This design comes from an exercise in tuning for small area and few clock cycles per item on the open sky130 flow, not from production work. Only simulation tests tie the RTL to the original design; equivalence was not proved.

==> flow/design.v, too long to show whole: its modules and the start of the top module <==
// module reshapeInstrLatch: 31 lines
// module concatSequencer: 113 lines
// module concatRequant: 1395 lines
// module csaFa: 11 lines
// module csaHa: 10 lines
// module reshapeConcatTop: 93 lines
module reshapeConcatTop
(
    input  logic         clk,
    input  logic         arstN,
    input  logic         start,
    input  logic [31:0]  reg4,
    input  logic [31:0]  reg5,
    input  logic [31:0]  reg6,
    input  logic [31:0]  reg7,
    input  logic [31:0]  reg8,
    input  logic [31:0]  reg9,
    input  logic         inValid,
    input  logic signed [7:0]         inData,
    input  logic         outCredit,
    output logic         inCredit,
    output logic         outValid,
    output logic signed [7:0]         outData,
    output logic         busy,
    output logic         done
);
  // ...
==> flow/flow/run.sh <==
#!/bin/bash
# The standard layout, with the smallest buffer on every input and output port.
set -euo pipefail
bash standard.sh "BUFFER_PORTS_ARGS=-buffer_cell sky130_fd_sc_hd__buf_1" finish > make_finish.log 2>&1
==> flow/standard.sh <==
#!/bin/bash
# synth_recipe.tcl (not shown) runs the flow's synth.tcl, then flattens the netlist and writes it again
# the make line also repeats each setting of config.mk as NAME=value (left out here)
make -C /OpenROAD-flow-scripts/flow DESIGN_CONFIG=/design/flow/config.mk WORK_HOME=/design/flow/orfs CLKGATE_MAP_FILE= SYNTH_SCRIPT=/design/flow/synth_recipe.tcl "${@:-finish}"
==> flow/config.mk <==
export PLATFORM = sky130hd
export DESIGN_NAME = reshapeConcatTop
export DESIGN_NICKNAME = reshapeConcatTop
export VERILOG_FILES = /design/flow/design.v
export SDC_FILE = /design/flow/constraint.sdc
export NUM_CORES = 4
export LEC_CHECK = 0
export CAP_MARGIN = 0
export CORE_MARGIN = 2
export CORE_UTILIZATION = 75
export CTS_BUF_LIST = sky130_fd_sc_hd__clkbuf_8
export CTS_CLUSTER_DIAMETER = 50
export CTS_CLUSTER_SIZE = 22
export SLEW_MARGIN = 0
export SYNTH_HIERARCHICAL = 1
export SYNTH_MINIMUM_KEEP_SIZE = 0
==> flow/constraint.sdc <==
create_clock -name core_clock -period 9.0 [get_ports {clk}]
set_input_delay 1.8000 -clock core_clock [delete_from_list [all_inputs] [get_ports {clk}]]
set_output_delay 1.8000 -clock core_clock [all_outputs]
set_load 0.01 [all_outputs]
==> results_dict.tcl, run 1 <==
set metrics [dict create \
    die_h_um 157 \
    top_layer "met5" \
    fin_crit_ns 8.35 \
    worstSetupEndpointType "flop" \
    largest_cell_class "multi-input gates" \
    outcome "complete, no violations" \
    rr_worst_depth 20 \
    netlist_instances 1574 \
    cpMaxStageDelayCell "xnor2_1" \
    placed_area_um2 18500 \
    dp_hpwl_um 30800 \
    grt_use_met2 0.583 \
    r2r-start "u_instrLatch.neg2" \
    rr_endpoint "u_requant.outData[6]" \
    worst_hold_path_type "reg2reg" \
    drtIter0Drc 965 \
    met1_length_um 15400 \
    inverters_excl_clock 82 \
    ys_ff_latch 207 \
    antenna_found_initial 5 \
    crit_type "reg2reg" \
    top_usage_layer "met2" \
    final_cell_mix "279 x nand2_1, 214 x fa_1, 185 x edfxtp_1" \
    nFlopsAndLatches 207 \
    setup_tns_ns 0 \
    cpMostUsedCell "fa_1" \
    drt_pre_antenna_iters 6 \
    finClkSkew_ns 0.0253 \
    max-slew-margin-rel 0.197 \
    synthTopCellsByCount "279 x nand2_1, 214 x fa_1, 185 x edfxtp_1, 88 x ha_1, 82 x inv_1" \
    regArea_um2 6070 \
    final_common_cell "nand2_1" \
    post_cts_resized 0 \
    synth.most_common_cell "nand2_1" \
    slowest_delay_ns 0.94 \
]
Testbench counts, summed over its fixed seeds: cycles 38,898, items 34,023.
==> run 2, diff against run 1 <==
--- a/flow/config.mk
+++ b/flow/config.mk
@@ -8,9 +8,11 @@
 export CAP_MARGIN = 0
 export CORE_MARGIN = 2
 export CORE_UTILIZATION = 75
-export CTS_BUF_LIST = sky130_fd_sc_hd__clkbuf_8
-export CTS_CLUSTER_DIAMETER = 50
-export CTS_CLUSTER_SIZE = 22
+export CTS_BUF_LIST = sky130_fd_sc_hd__clkbuf_8 sky130_fd_sc_hd__clkbuf_16
+export CTS_CLUSTER_DIAMETER = 60
+export CTS_CLUSTER_SIZE = 25
+export GPL_ROUTABILITY_DRIVEN = 0
+export GPL_TIMING_DRIVEN = 0
 export SLEW_MARGIN = 0
 export SYNTH_HIERARCHICAL = 1
 export SYNTH_MINIMUM_KEEP_SIZE = 0
==> run 2 against run 1 <==
Still clean. Hold slack worse by 0.0037 ns. Maximum frequency shrank 2.5%. First-iteration DRC count up 33%. Count of clock-buffer cells in the layout decreased by 8. Flip-flop and latch count is the same. Worst setup slack worse by 0.21 ns. Die area is the same. Critical endpoint unchanged. Critical path depth is 3 higher.
==> results_dict.tcl, run 2 <==
set metrics [dict create \
    hold_viol_final 0 \
    slew_violations 0 \
    syn_nets 2081 \
    gr-usage-all-layers 0.368 \
    final_cell_mix "279 x nand2_1, 214 x fa_1, 185 x edfxtp_1" \
    max-slew-margin-rel 0.149 \
    clkSinkCount 207 \
    fin_crit_ns 8.57 \
    rows 56 \
    drive_gt1_frac 0.0476 \
    hold_buffers 0 \
    layout.nets 2263 \
    worstSetupEndpointType "flop" \
    seq_area_frac_synth 0.343 \
    critPathArrivalTime_ns 8.92 \
    ant_nets 0 \
    layout_worst_path_cycle_share 0.952 \
    crit_type "reg2reg" \
    ys_ff_latch 207 \
    io_pins 217 \
    hp-start "u_sequencer.outCred[0]" \
    dieArea_um2 24800 \
    core_um2 23300 \
    avgSynthCellArea_um2 11.2 \
    cts_made_buffers 15 \
    yosysTopAreaCell "edfxtp_1" \
    drtIter0Drc 1279 \
    holdWs_ns 0.510 \
    setup_viol 0 \
    start_kind "flop" \
    path_clk_slew_ns 0.09 \
    clockBufferDepth 3 \
    yosysUniqueCellTypes 80 \
    routedWlPerCell_um 20.9 \
    chipWidth_um 157 \
    postSynth.asyncResetShare 0.0676 \
    hold_path_depth 1 \
    antenna_found_initial 6 \
    clk_latency_ns 0.49 \
    dp_hpwl_um 33800 \
    start_util 0.757 \
    finClkSkew_ns 0.0339 \
    rr_endpoint "u_requant.outData[6]" \
    regMostFlops "u_requant.parkMem" \
    synth_area_leaders "edfxtp_1 31%, fa_1 24%, ha_1 6.2%" \
    drt-vias-per-instance 6.30 \
    worst_hold_path_type "reg2reg" \
    synthTopCellsByCount "279 x nand2_1, 214 x fa_1, 185 x edfxtp_1, 88 x ha_1, 82 x inv_1" \
    h-tree-depth 1 \
    fin_util 0.825 \
    synth.most_common_cell "nand2_1" \
    max_freq_mhz 117 \
    largest_register_ffs 32 \
    synth_edf_count 185 \
    grt_pass1_wl_um 69600 \
    top_regs "u_requant.parkMem: 32 flops, u_instrLatch.scaleLo1: 23 flops, u_instrLatch.scaleLo2: 23 flops" \
    vias 13154 \
    grt_pass1_vias 13695 \
    placed_area_um2 18700 \
    crit_fanout 10 \
    final_common_cell "nand2_1" \
    r2r_slack_ns 0.43 \
    holdPathEnd "u_sequencer.outCred[0]" \
    fin_area_um2 19200 \
    netlist_area_um2 17700 \
    syn_to_final_growth_pct 8.95 \
    setup_tns_ns 0 \
    tightestPinTransition_ns 1.27 \
    placed_cells 2058 \
    drt_pre_antenna_iters 5 \
    cts_setup_buffers 0 \
    ys_warn_count 9 \
    grt-ovfl-total 0 \
    crit_required_ns 9.35 \
    synth_ff_type "edfxtp_1" \
    wl_um 43700 \
    rr_worst_depth 23 \
    netlist_instances 1574 \
    grt_setup_unrepaired "no" \
    drc_errors 0 \
    outcome "complete, no violations" \
    die_h_um 157 \
    grt_max_degree 71 \
    maxCapViolations 0 \
    r2r-start "u_requant.s1Src" \
    final_cells 2089 \
    cts_root_buf "clkbuf_16" \
    synth_top_area_frac 0.314 \
    portBuffers 164 \
    cts_tree "yes" \
]
## run 2: changes by cell type in the layout (fill, tap and decap cells not counted), sizes merged
cell      previous run  this run
diode                4         6
clkinv               5         4
clkinvlp             2         1
inv                 87        86
buf                190       186
clkbuf              23        70
## run 2: per-layer routing
metal	up-vias	GRT usage	wire, µm
met5	-	0	0
met4	0	0.173	2350
met3	179	0.0972	4490
met2	737	0.618	21200
met1	6394	0.448	15700
li1	5844	-	-
## run 2: timing repair
item	CTS	global route
gates resized for setup	0	1
endpoints found under the hold margin	0	0
endpoints found under the setup margin	0	2
## run 2: how the worst max path moves through the flow
stage | start | to | slack [ns] | depth (start not counted)
after floorplan | u_requant.s1Src | u_requant.outData[6] | 1.97 | 23
after global placement | u_requant.s1Src | u_requant.outData[6] | 0.39 | 23
after detailed placement | u_requant.s1Src | u_requant.outData[6] | 0.24 | 23
after CTS | u_requant.s1Src | u_requant.outData[6] | 0.22 | 23
after global routing | u_requant.s1Src | u_requant.outData[6] | 0.26 | 23
final | u_requant.s1Src | u_requant.outData[6] | 0.43 | 23
## run 2: cells by family (layout without fill, tap and decap cells)
family / count (synthesis) / count (layout) / synth area share
AND/OR/NAND/NOR: 531 / 531 / 0.141
adder cells (fa/ha/maj): 302 / 302 / 0.305
AO/OA/AOI/OAI: 216 / 216 / 0.0830
flip-flops: 207 / 207 / 0.343
buffers and inverters: 158 / 348 / 0.0368
XOR/XNOR: 93 / 93 / 0.0461
multiplexers: 67 / 67 / 0.0445
other: 0 / 6 / 0
## run 2: worst max-delay path: stages, from the launching register on
cell and delay (ns):
edfxtp_1 0.39, buf_6 0.19, mux2_2 0.35, buf_4 0.20, buf_1 0.33, xnor2_1 0.78
clkbuf_1 0.61, nand2_1 0.18, fa_1 0.54, fa_1 0.47, fa_1 0.44, fa_1 0.60
fa_1 0.42, ha_1 0.35, and4_1 0.23, and3_1 0.20, a221oi_2 0.60, o211ai_1 0.25
a21oi_1 0.29, ha_1 0.24, inv_1 0.09, o41a_1 0.42, mux2i_1 0.14, o22ai_1 0.10
## run 2: Yosys stat by module, one instance, submodules excluded, excerpt
module / area (µm²) / flops+latches / times used
csaHa: 12.5 / 0 / 15
reshapeInstrLatch: 2560 / 82 / 1
concatSequencer: 3680 / 65 / 1
concatRequant: 7000 / 60 / 1
csaFa: 20.0 / 0 / 212
## run 2: metrics by stage
step                setup slack, ns
CTS                           0.221
global route                  0.265
finish                        0.433
global placement              0.394
floorplan                      1.97
detailed placement            0.243
## run 2: final cells by class
cell class	instances	area (µm²)
diodes	6	15.0
plain buffers	76	345
clock buffers	15	375
clock inverters	10	136
fillers	1394	4080
inverters	82	308
multi-input cells	1209	11000
flip-flops and latches	207	6070
well taps	319	399
repair buffers	165	643
==> run 3, diff against run 2 <==
--- a/flow/config.mk
+++ b/flow/config.mk
@@ -11,8 +11,6 @@
 export CTS_BUF_LIST = sky130_fd_sc_hd__clkbuf_8 sky130_fd_sc_hd__clkbuf_16
 export CTS_CLUSTER_DIAMETER = 60
 export CTS_CLUSTER_SIZE = 25
-export GPL_ROUTABILITY_DRIVEN = 0
-export GPL_TIMING_DRIVEN = 0
 export SLEW_MARGIN = 0
 export SYNTH_HIERARCHICAL = 1
 export SYNTH_MINIMUM_KEEP_SIZE = 0
==> run 3 against run 2 <==
Still clean on timing, DRC and antenna. Routed wire length down 5.6%. Die area did not move. Critical path type unchanged. Maximum frequency grew 1.2%. Area after synthesis unchanged. Worst setup slack improved by 0.10 ns. Critical endpoint unchanged. Largest cell class unchanged.
==> results_dict.tcl, run 3 <==
set metrics [dict create \
    drt_pre_antenna_iters 5 \
    crit_type "reg2reg" \
    layout_worst_path_cycle_share 0.940 \
    grt_pass1_wl_um 65200 \
    regMostFlops "u_requant.parkMem" \
    io_pins 217 \
    cts_root_buf "clkbuf_16" \
    clk_latency_ns 0.49 \
    grt-ovfl-total 0 \
    worst_hold_path_type "reg2reg" \
    max_freq_mhz 118 \
    synth_area_leaders "edfxtp_1 31%, fa_1 24%, ha_1 6.2%" \
    core_um2 23300 \
    clockBufferDepth 3 \
    routedWlPerCell_um 20.3 \
    wl_um 41300 \
    top_layer "met5" \
    ant_nets 0 \
    drtIter0Drc 1104 \
    drc_errors 0 \
    ys_warn_count 9 \
    crit_fanout 14 \
    h-tree-depth 1 \
    slowest_delay_ns 1.07 \
    cts_made_buffers 16 \
    grt_setup_unrepaired "no" \
    crit_chain "mux2_2 > xnor2_1 > buf_4 > nand2_1 > fa_1 > fa_1 > fa_1 > fa_1 > fa_1 > ha_1 > and4_1 > and3_1 > a221oi_1 > o211ai_1 > a21oi_1 > ha_1 > inv_1 > o41a_1 > mux2i_1 > o22ai_1" \
    routed-wl-met2_um 20400 \
    slew_violations 0 \
    met1_length_um 15200 \
    finClkSkew_ns 0.0284 \
    final_cells 2039 \
    n_fill_cell 1404 \
    grt_max_degree 75 \
    setup_viol 0 \
    synth_ff_type "edfxtp_1" \
    outcome "complete, no violations" \
    drt-vias-per-instance 6.31 \
    chipWidth_um 157 \
    netlist_instances 1574 \
    max-slew-margin-rel 0.123 \
    fin_util 0.819 \
    crit_required_ns 9.35 \
    dp_hpwl_um 30800 \
    cts_setup_buffers 0 \
    portBuffers 164 \
    seq_area_frac_synth 0.343 \
    antenna_found_initial 5 \
    synth_edf_count 185 \
    post_cts_resized 0 \
    clkSinkCount 207 \
    netlist_area_um2 17700 \
    final_common_cell "nand2_1" \
    largest_register_ffs 32 \
    postSynth.asyncResetShare 0.0676 \
    ys_ff_latch 207 \
    hold_buffers 0 \
    synthTopCellsByCount "279 x nand2_1, 214 x fa_1, 185 x edfxtp_1, 88 x ha_1, 82 x inv_1" \
    top_regs "u_requant.parkMem: 32 flops, u_instrLatch.scaleLo1: 23 flops, u_instrLatch.scaleLo2: 23 flops" \
    yosysTopAreaCell "edfxtp_1" \
    cpMaxStageDelayCell "xnor2_1" \
    fin_crit_ns 8.46 \
    syn_nets 2081 \
    grt_pass1_vias 13336 \
    cts_tree "yes" \
    met3WireLength_um 3860 \
    place_ws_ns 0.758 \
    vias 12876 \
    placed_cells 2007 \
    cpMostUsedCell "fa_1" \
    dieArea_um2 24800 \
    fin_ws_ns 0.536 \
    worstSetupEndpointType "flop" \
    syn_to_final_growth_pct 8.19 \
    setup_tns_ns 0 \
    final_cell_mix "279 x nand2_1, 214 x fa_1, 185 x edfxtp_1" \
    avgSynthCellArea_um2 11.2 \
    synth.most_common_cell "nand2_1" \
    place.gp.congestion 0.904 \
    rows 56 \
    tightestPinTransition_ns 1.31 \
    maxCapViolations 0 \
    start_util 0.757 \
    synth_top_area_frac 0.314 \
    layout.nets 2213 \
    drive_gt1_frac 0.0542 \
    path_clk_slew_ns 0.07 \
    start_kind "flop" \
    gr-usage-all-layers 0.342 \
    critPathArrivalTime_ns 8.82 \
    hold_viol_final 0 \
    yosysUniqueCellTypes 80 \
    die_h_um 157 \
]
## run 3: cell types whose count changed in the layout (fill, tap and decap cells not counted), sizes merged
cell,previous run,this run
clkinv,4,6
buf,186,190
diode,6,4
inv,86,84
clkbuf,70,18
## run 3: worst max-delay path: cells and delay by family, from the launching register on
family                     cells  cell delay, ns
adders and majority gates      7            2.93
AOI/OAI and AO/OA              5            1.97
xor gates and xnor gates       1            1.07
DFF                            1            0.71
muxes                          2            0.69
and+or+nand+nor                3            0.52
buffers and inverters          2            0.42
## run 3: modules after synthesis, one instance, submodules excluded, a selection
module             copies in the design  area [µm²]  flops+latches  cells
concatRequant                         1        7000             60    905
concatSequencer                       1        3680             65    344
csaFa                               212        20.0              0      1
reshapeInstrLatch                     1        2560             82     98
csaHa                                15        12.5              0      1
## run 3: kinds of logic after synthesis
group | after synthesis | share of synthesized area
and+or+nand+nor | 531 | 0.141
adders and majority gates | 302 | 0.305
AOI/OAI and AO/OA | 216 | 0.0830
DFF | 207 | 0.343
buffers and inverters | 158 | 0.0368
xor gates and xnor gates | 93 | 0.0461
muxes | 67 | 0.0445
## run 3: metal layers
metal | GRT usage | vias up
li1 | - | 5747
met1 | 0.423 | 6295
met2 | 0.582 | 682
met3 | 0.0840 | 150
met4 | 0.137 | 2
met5 | 0 | -
## run 3: cell type report
| type | instances | area (µm²) | area share |
|---|---|---|---|
| flip-flops and latches | 207 | 6070 | 0.317 |
| clock buffers | 18 | 439 | 0.0230 |
| multi-input cells | 1209 | 11000 | 0.573 |
| repair buffers | 190 | 811 | 0.0424 |
| clock inverters | 10 | 126 | 0.00661 |
| inverters | 82 | 310 | 0.0162 |
| well taps | 319 | 399 | 0.0209 |
| diodes | 4 | 10.0 | 0.000524 |
## run 3: final timing paths
check                                        from                endpoint  slack (ns)  cells past startpoint
hold / removal             u_sequencer.outCred[0]  u_sequencer.outCred[0]        0.50                      1
min in group asynchronous                   arstN        u_sequencer.done        1.37                      1
setup / recovery                u_instrLatch.neg2    u_requant.outData[6]        0.54                     20
max in group asynchronous                   arstN       u_sequencer.rp[2]        7.11                      1
setup reg to reg                u_instrLatch.neg2    u_requant.outData[6]        0.54                     20
hold reg to reg            u_sequencer.outCred[0]  u_sequencer.outCred[0]        0.50                      1
## run 3: through the flow
| stage | hold WS [ns] | area, µm² |
|---|---|---|
| after detailed placement | 0.490 | 18500 |
| final | 0.502 | 19100 |
| after global placement | 0.479 | 18500 |
| after CTS | 0.503 | 19100 |
| after floorplan | 0.463 | 17700 |
| after global routing | 0.531 | 19100 |
==> run 4, diff against run 3 <==
--- a/flow/config.mk
+++ b/flow/config.mk
@@ -7,7 +7,7 @@
 export LEC_CHECK = 0
 export CAP_MARGIN = 0
 export CORE_MARGIN = 2
-export CORE_UTILIZATION = 75
+export CORE_UTILIZATION = 85
 export CTS_BUF_LIST = sky130_fd_sc_hd__clkbuf_8 sky130_fd_sc_hd__clkbuf_16
 export CTS_CLUSTER_DIAMETER = 60
 export CTS_CLUSTER_SIZE = 25
==> run 4 against run 3 <==
Critical path depth stayed put. Die area is 11% lower. Largest cell class unchanged. Critical endpoint is now u_requant.outData[5]. Still clean. Worst setup slack better by 0.30 ns.
==> results_dict.tcl, run 4 <==
set metrics [dict create \
    fin_crit_ns 8.17 \
    clockBufferDepth 3 \
    gr-usage-all-layers 0.508 \
    max_freq_mhz 122 \
    seq_area_frac_synth 0.343 \
    grt_pass1_wl_um 84200 \
    path_clk_slew_ns 0.10 \
    drtIter0Drc 2189 \
    drive_gt1_frac 0.0537 \
    core_um2 20300 \
    hp-start "u_sequencer.rp[2]" \
    finClkSkew_ns 0.0328 \
    grt_max_degree 72 \
    yosysTopAreaCell "edfxtp_1" \
    layout_worst_path_cycle_share 0.907 \
    maxCapViolations 0 \
    setup_tns_ns 0 \
    met1_usage 0.574 \
    tightestPinTransition_ns 1.29 \
    max-slew-margin-rel 0.134 \
    top_regs "u_requant.parkMem: 32 flops, u_instrLatch.scaleLo1: 23 flops, u_instrLatch.scaleLo2: 23 flops" \
    synth_top_area_frac 0.314 \
    r2r-start "u_requant.s1Src" \
    drt_pre_antenna_iters 8 \
    clk_latency_ns 0.51 \
    drt-vias-per-instance 7.49 \
    cts_setup_buffers 0 \
    io_pins 217 \
    start_kind "flop" \
    synth_area_leaders "edfxtp_1 31%, fa_1 24%, ha_1 6.2%" \
    synth_ff_type "edfxtp_1" \
    netlist_instances 1574 \
    hold_path_depth 1 \
    antenna_found_initial 2 \
    netlist_area_um2 17700 \
    regMostFlops "u_requant.parkMem" \
    top_usage_layer "met2" \
    rr_endpoint "u_requant.outData[5]" \
    slew_violations 0 \
    hold_viol_final 0 \
    crit_fanout 27 \
    critPathArrivalTime_ns 8.54 \
    crit_required_ns 9.37 \
    largest_register_ffs 32 \
    synth_edf_count 185 \
    cts_made_buffers 15 \
    start_util 0.870 \
    ys_warn_count 9 \
    r2r_slack_ns 0.83 \
    hold_buffers 0 \
    h-tree-depth 1 \
    clkSinkCount 207 \
    setup_viol 0 \
    cts_root_buf "clkbuf_16" \
    dp_hpwl_um 35600 \
    yosysUniqueCellTypes 80 \
    grt-ovfl-total 0 \
    synth.most_common_cell "nand2_1" \
    fin_util 0.935 \
    routedWlPerCell_um 27.1 \
    dieArea_um2 22000 \
    grt_use_met2 0.821 \
    portBuffers 164 \
    worstSetupEndpointType "flop" \
    final_cell_mix "279 x nand2_1, 214 x fa_1, 185 x edfxtp_1" \
    wl_um 53900 \
    place.gp.congestion 0.978 \
    layout.nets 2213 \
    final_common_cell "nand2_1" \
    syn_to_final_growth_pct 7.48 \
    drc_errors 0 \
    cts_tree "yes" \
    die_h_um 148 \
    grt_setup_unrepaired "no" \
    chipWidth_um 148 \
    synthTopCellsByCount "279 x nand2_1, 214 x fa_1, 185 x edfxtp_1, 88 x ha_1, 82 x inv_1" \
    outcome "complete, no violations" \
    ys_ff_latch 207 \
    rr_worst_depth 20 \
    gr-usage-met3 0.161 \
    grt_pass1_vias 15926 \
    ant_nets 0 \
    holdPathEnd "u_sequencer.rp[2]" \
    vias 14873 \
    worst_hold_path_type "reg2reg" \
    postSynth.asyncResetShare 0.0676 \
    rows 52 \
    crit_type "reg2reg" \
    avgSynthCellArea_um2 11.2 \
    post_cts_resized 0 \
    syn_nets 2081 \
]
[run 4: logic make-up after synthesis]
logic type      Yosys count  share of synthesized area
compound gates          216                     0.0830
flops                   207                      0.343
xor+xnor                 93                     0.0461
mux                      67                     0.0445
simple gates            531                      0.141
buf+inv                 158                     0.0368
fa+ha+maj               302                      0.305
[run 4: worst max-delay path by stage]
| stage | from | to | slack, ns | cells past startpoint |
|---|---|---|---|---|
| after floorplan | u_requant.s1Src | u_requant.outData[6] | 1.97 | 23 |
| after global placement | u_requant.s1Src | u_requant.outData[7] | 1.56 | 21 |
| after detailed placement | u_requant.s1Src | u_requant.outData[5] | 1.32 | 20 |
| after CTS | u_requant.s1Src | u_requant.outData[5] | 1.20 | 20 |
| after global routing | u_requant.s1Src | u_requant.outData[5] | 0.81 | 20 |
| final | u_requant.s1Src | u_requant.outData[5] | 0.83 | 20 |
[run 4: cell type report]
cell class	count	area [µm²]
multi-input cells	1209	11000
clock inverters	10	124
clock buffers	15	375
flip-flops and latches	207	6070
fillers	625	1310
diodes	2	5.00
repair buffers	191	818
well taps	270	338
inverters	82	310
[run 4: Yosys stat by module, one instance, submodules excluded, excerpt]
module | cells | times used | flip-flops and latches
csaHa | 1 | 15 | 0
csaFa | 1 | 212 | 0
reshapeInstrLatch | 98 | 1 | 82
concatSequencer | 344 | 1 | 65
concatRequant | 905 | 1 | 60
[run 4: layer usage]
metal  share of wire  routed length (µm)  vias up
li1                -                   -     5745
met3            0.14                7520      609
met5               0                   0        -
met4            0.10                5370        0
met2            0.47               25300     1655
met1            0.29               15600     6864
[run 4: metrics by stage]
stage	hold WS, ns	instances	setup WS, ns	instance area [µm²]
final	0.527	1986	0.833	19000
after global routing	0.533	1984	0.808	19000
after CTS	0.521	1984	1.20	19000
after floorplan	0.463	1574	1.97	17700
after detailed placement	0.497	1959	1.32	18500
after global placement	0.481	1959	1.56	18500
[run 4: critical path: stages (launching register included)]
cell	delay [ns]
edfxtp_1	0.42
buf_4	0.43
mux2i_1	0.21
xnor2_1	1.03
nand2_1	0.34
fa_1	0.63
fa_1	0.44
fa_1	0.46
fa_1	0.41
fa_1	0.54
fa_1	0.44
ha_1	0.42
a21o_1	0.22
a21o_1	0.22
a21o_1	0.19
a41oi_1	0.20
nand4_1	0.37
a2111oi_2	0.55
and2b_1	0.22
mux2i_1	0.20
o21ai_1	0.08
==> run 5, diff against run 4 <==
--- a/flow/config.mk
+++ b/flow/config.mk
@@ -7,10 +7,10 @@
 export LEC_CHECK = 0
 export CAP_MARGIN = 0
 export CORE_MARGIN = 2
-export CORE_UTILIZATION = 85
+export CORE_UTILIZATION = 75
 export CTS_BUF_LIST = sky130_fd_sc_hd__clkbuf_8 sky130_fd_sc_hd__clkbuf_16
-export CTS_CLUSTER_DIAMETER = 60
-export CTS_CLUSTER_SIZE = 25
+export CTS_CLUSTER_DIAMETER = 80
+export CTS_CLUSTER_SIZE = 32
 export SLEW_MARGIN = 0
 export SYNTH_HIERARCHICAL = 1
 export SYNTH_MINIMUM_KEEP_SIZE = 0
==> run 5 against run 4 <==
Still clean. Flip-flop and latch count is the same. Core utilization shrank 13 points. Critical path depth is the same. Worst setup slack lost 0.24 ns. Largest cell class unchanged.
==> results_dict.tcl, run 5 <==
set metrics [dict create \
    final_cell_mix "279 x nand2_1, 214 x fa_1, 185 x edfxtp_1" \
    outcome "complete, no violations" \
    die_h_um 157 \
    grt_use_met2 0.590 \
    drive_gt1_frac 0.0481 \
    wl_um 41100 \
    grt_setup_unrepaired "no" \
    fin_ws_ns 0.592 \
    ant_nets 0 \
    chipWidth_um 157 \
    worst_hold_path_type "reg2reg" \
    drc_errors 0 \
    cts_root_buf "clkbuf_16" \
    tightestPinTransition_ns 1.20 \
    dieArea_um2 24800 \
    setup_viol 0 \
    clk_latency_ns 0.47 \
    top_regs "u_requant.parkMem: 32 flops, u_instrLatch.scaleLo1: 23 flops, u_instrLatch.scaleLo2: 23 flops" \
    antenna_found_initial 5 \
    synth.most_common_cell "nand2_1" \
    place.gp.congestion 0.904 \
    final_common_cell "nand2_1" \
    synth_edf_count 185 \
    drt_pre_antenna_iters 5 \
    cts_tree "yes" \
    placed_cells 2007 \
    drtIter0Drc 1071 \
    gr-usage-all-layers 0.338 \
    ys_warn_count 9 \
    synth_ff_type "edfxtp_1" \
    largest_register_ffs 32 \
    rows 56 \
    worstSetupEndpointType "flop" \
    hold_buffers 0 \
    multi_input_area_um2 11000 \
    clockBufferDepth 3 \
    portBuffers 164 \
    netlist_instances 1574 \
    postSynth.asyncResetShare 0.0676 \
    grt_pass1_wl_um 64200 \
    syn_nets 2081 \
    rr_worst_depth 20 \
    dp_hpwl_um 30800 \
    setup_tns_ns 0 \
    layout_worst_path_cycle_share 0.934 \
    start_util 0.757 \
    met1_usage 0.411 \
    ys_ff_latch 207 \
    slew_violations 0 \
    final_cells 2028 \
    synth_area_leaders "edfxtp_1 31%, fa_1 24%, ha_1 6.2%" \
    start_kind "flop" \
    path_clk_slew_ns 0.11 \
    synthTopCellsByCount "279 x nand2_1, 214 x fa_1, 185 x edfxtp_1, 88 x ha_1, 82 x inv_1" \
    yosysTopAreaCell "edfxtp_1" \
    layout.nets 2208 \
    finClkSkew_ns 0.0212 \
    hold_path_depth 1 \
    clkSinkCount 207 \
    netlist_area_um2 17700 \
    vias 12802 \
    n_fill_cell 1439 \
    core_um2 23300 \
    maxCapViolations 0 \
    fin_crit_ns 8.41 \
    avgSynthCellArea_um2 11.2 \
    place_ws_ns 0.758 \
    cts_setup_buffers 0 \
    crit_type "reg2reg" \
    routedWlPerCell_um 20.3 \
    crit_required_ns 9.34 \
    io_pins 217 \
    h-tree-depth 1 \
    max_freq_mhz 119 \
    grt_pass1_vias 13196 \
    top_usage_layer "met2" \
    critPathArrivalTime_ns 8.75 \
    post_cts_resized 0 \
    synth_top_area_frac 0.314 \
    cts_made_buffers 11 \
    drt-vias-per-instance 6.31 \
    grt_max_degree 75 \
    max-slew-margin-rel 0.197 \
    grt-ovfl-total 0 \
    hold_viol_final 0 \
    regMostFlops "u_requant.parkMem" \
    crit_fanout 14 \
    gr-usage-met3 0.0743 \
    yosysUniqueCellTypes 80 \
    regArea_um2 6070 \
    seq_area_frac_synth 0.343 \
    syn_to_final_growth_pct 6.93 \
]
## run 5: cell counts after synthesis
No cell type changed its count.
## run 5: final timing paths
path / from / to / slack (ns)
max in group asynchronous: arstN / u_sequencer.rp[2] / 7.12
min in group asynchronous: arstN / u_sequencer.done / 1.38
hold / removal: u_sequencer.rp[2] / u_sequencer.rp[2] / 0.52
setup reg to reg: u_instrLatch.neg2 / u_requant.outData[6] / 0.59
setup / recovery: u_instrLatch.neg2 / u_requant.outData[6] / 0.59
hold reg to reg: u_sequencer.rp[2] / u_sequencer.rp[2] / 0.52
## run 5: per-layer routing
| metal | up-vias | part of all wire |
|---|---|---|
| li1 | 5722 | - |
| met1 | 6269 | 0.36 |
| met2 | 668 | 0.50 |
| met4 | 2 | 0.041 |
| met3 | 141 | 0.096 |
| met5 | - | 0.00032 |
## run 5: per-stage QoR
step	hold WS [ns]	cell area, µm²	util
after floorplan	0.463	17700	-
after global placement	0.479	18500	0.795
after detailed placement	0.490	18500	0.795
after CTS	0.509	18900	0.809
after global routing	0.536	18900	0.809
final	0.519	18900	0.810
## run 5: final cells by class
cell class	count	share of cell area
Inverter	82	0.0164
Clock inverter	6	0.00358
Clock buffer	11	0.0146
Antenna cell	4	0.000530
Multi-Input combinational cell	1209	0.580
Sequential cell	207	0.321
Tap cell	319	0.0211
Timing Repair Buffer	190	0.0429
## run 5: modules after synthesis, one instance, submodules excluded, excerpt
module,cells,times used
csaFa,1,212
concatRequant,905,1
concatSequencer,344,1
csaHa,1,15
reshapeInstrLatch,98,1
## run 5: kinds of logic (layout without fill, tap and decap cells)
logic type / Yosys count / count (layout) / synth area share
xor gates and xnor gates: 93 / 93 / 0.0461
DFF: 207 / 207 / 0.343
buffers and inverters: 158 / 289 / 0.0368
muxes: 67 / 67 / 0.0445
adders and majority gates: 302 / 302 / 0.305
other: 0 / 4 / 0
and+or+nand+nor: 531 / 531 / 0.141
AOI/OAI and AO/OA: 216 / 216 / 0.0830
## run 5: critical path, cell delays in order (launching register included)
cell and delay [ns]:
edfxtp_1 0.72, mux2_2 0.56, xnor2_1 0.98, buf_4 0.31, nand2_1 0.08, fa_1 0.50
fa_1 0.43, fa_1 0.51, fa_1 0.58, fa_1 0.42, ha_1 0.32, and4_1 0.23
and3_1 0.20, a221oi_1 0.88, o211ai_1 0.27, a21oi_1 0.31, ha_1 0.23, inv_1 0.09
o41a_1 0.42, mux2i_1 0.13, o22ai_1 0.10

[afterwards: timing with drivers on the ports]
In the flow no input, the clock included, has a driving cell. The finished layouts below were timed again as built, in two steps. Step 1, drivers: a clkbuf_16 drives clk and a buf_2 each remaining input, both assumed. Step 2, shift: input delay + t, output delay - t, t = (earliest + latest rising clock arrival at the registers) / 2. This alone moves slack from input paths to output paths. Three values: ideal, step 1, step 2; two values: the first two.
run	t, ns	setup slack, ns	hold slack, ns	clock arrival spread, ns
run 1	0.575	0.647 / 0.647 / 0.647	0.514 / 0.514 / 0.514	0.025 / 0.025
run 2	0.520	0.433 / 0.433 / 0.433	0.510 / 0.510 / 0.510	0.034 / 0.034
run 3	0.525	0.536 / 0.536 / 0.536	0.502 / 0.502 / 0.502	0.029 / 0.028
run 4	0.538	0.833 / 0.833 / 0.833	0.527 / 0.527 / 0.527	0.032 / 0.033
run 5	0.510	0.592 / 0.592 / 0.592	0.519 / 0.519 / 0.519	0.026 / 0.026
After both steps setup and hold are still met in every run listed.
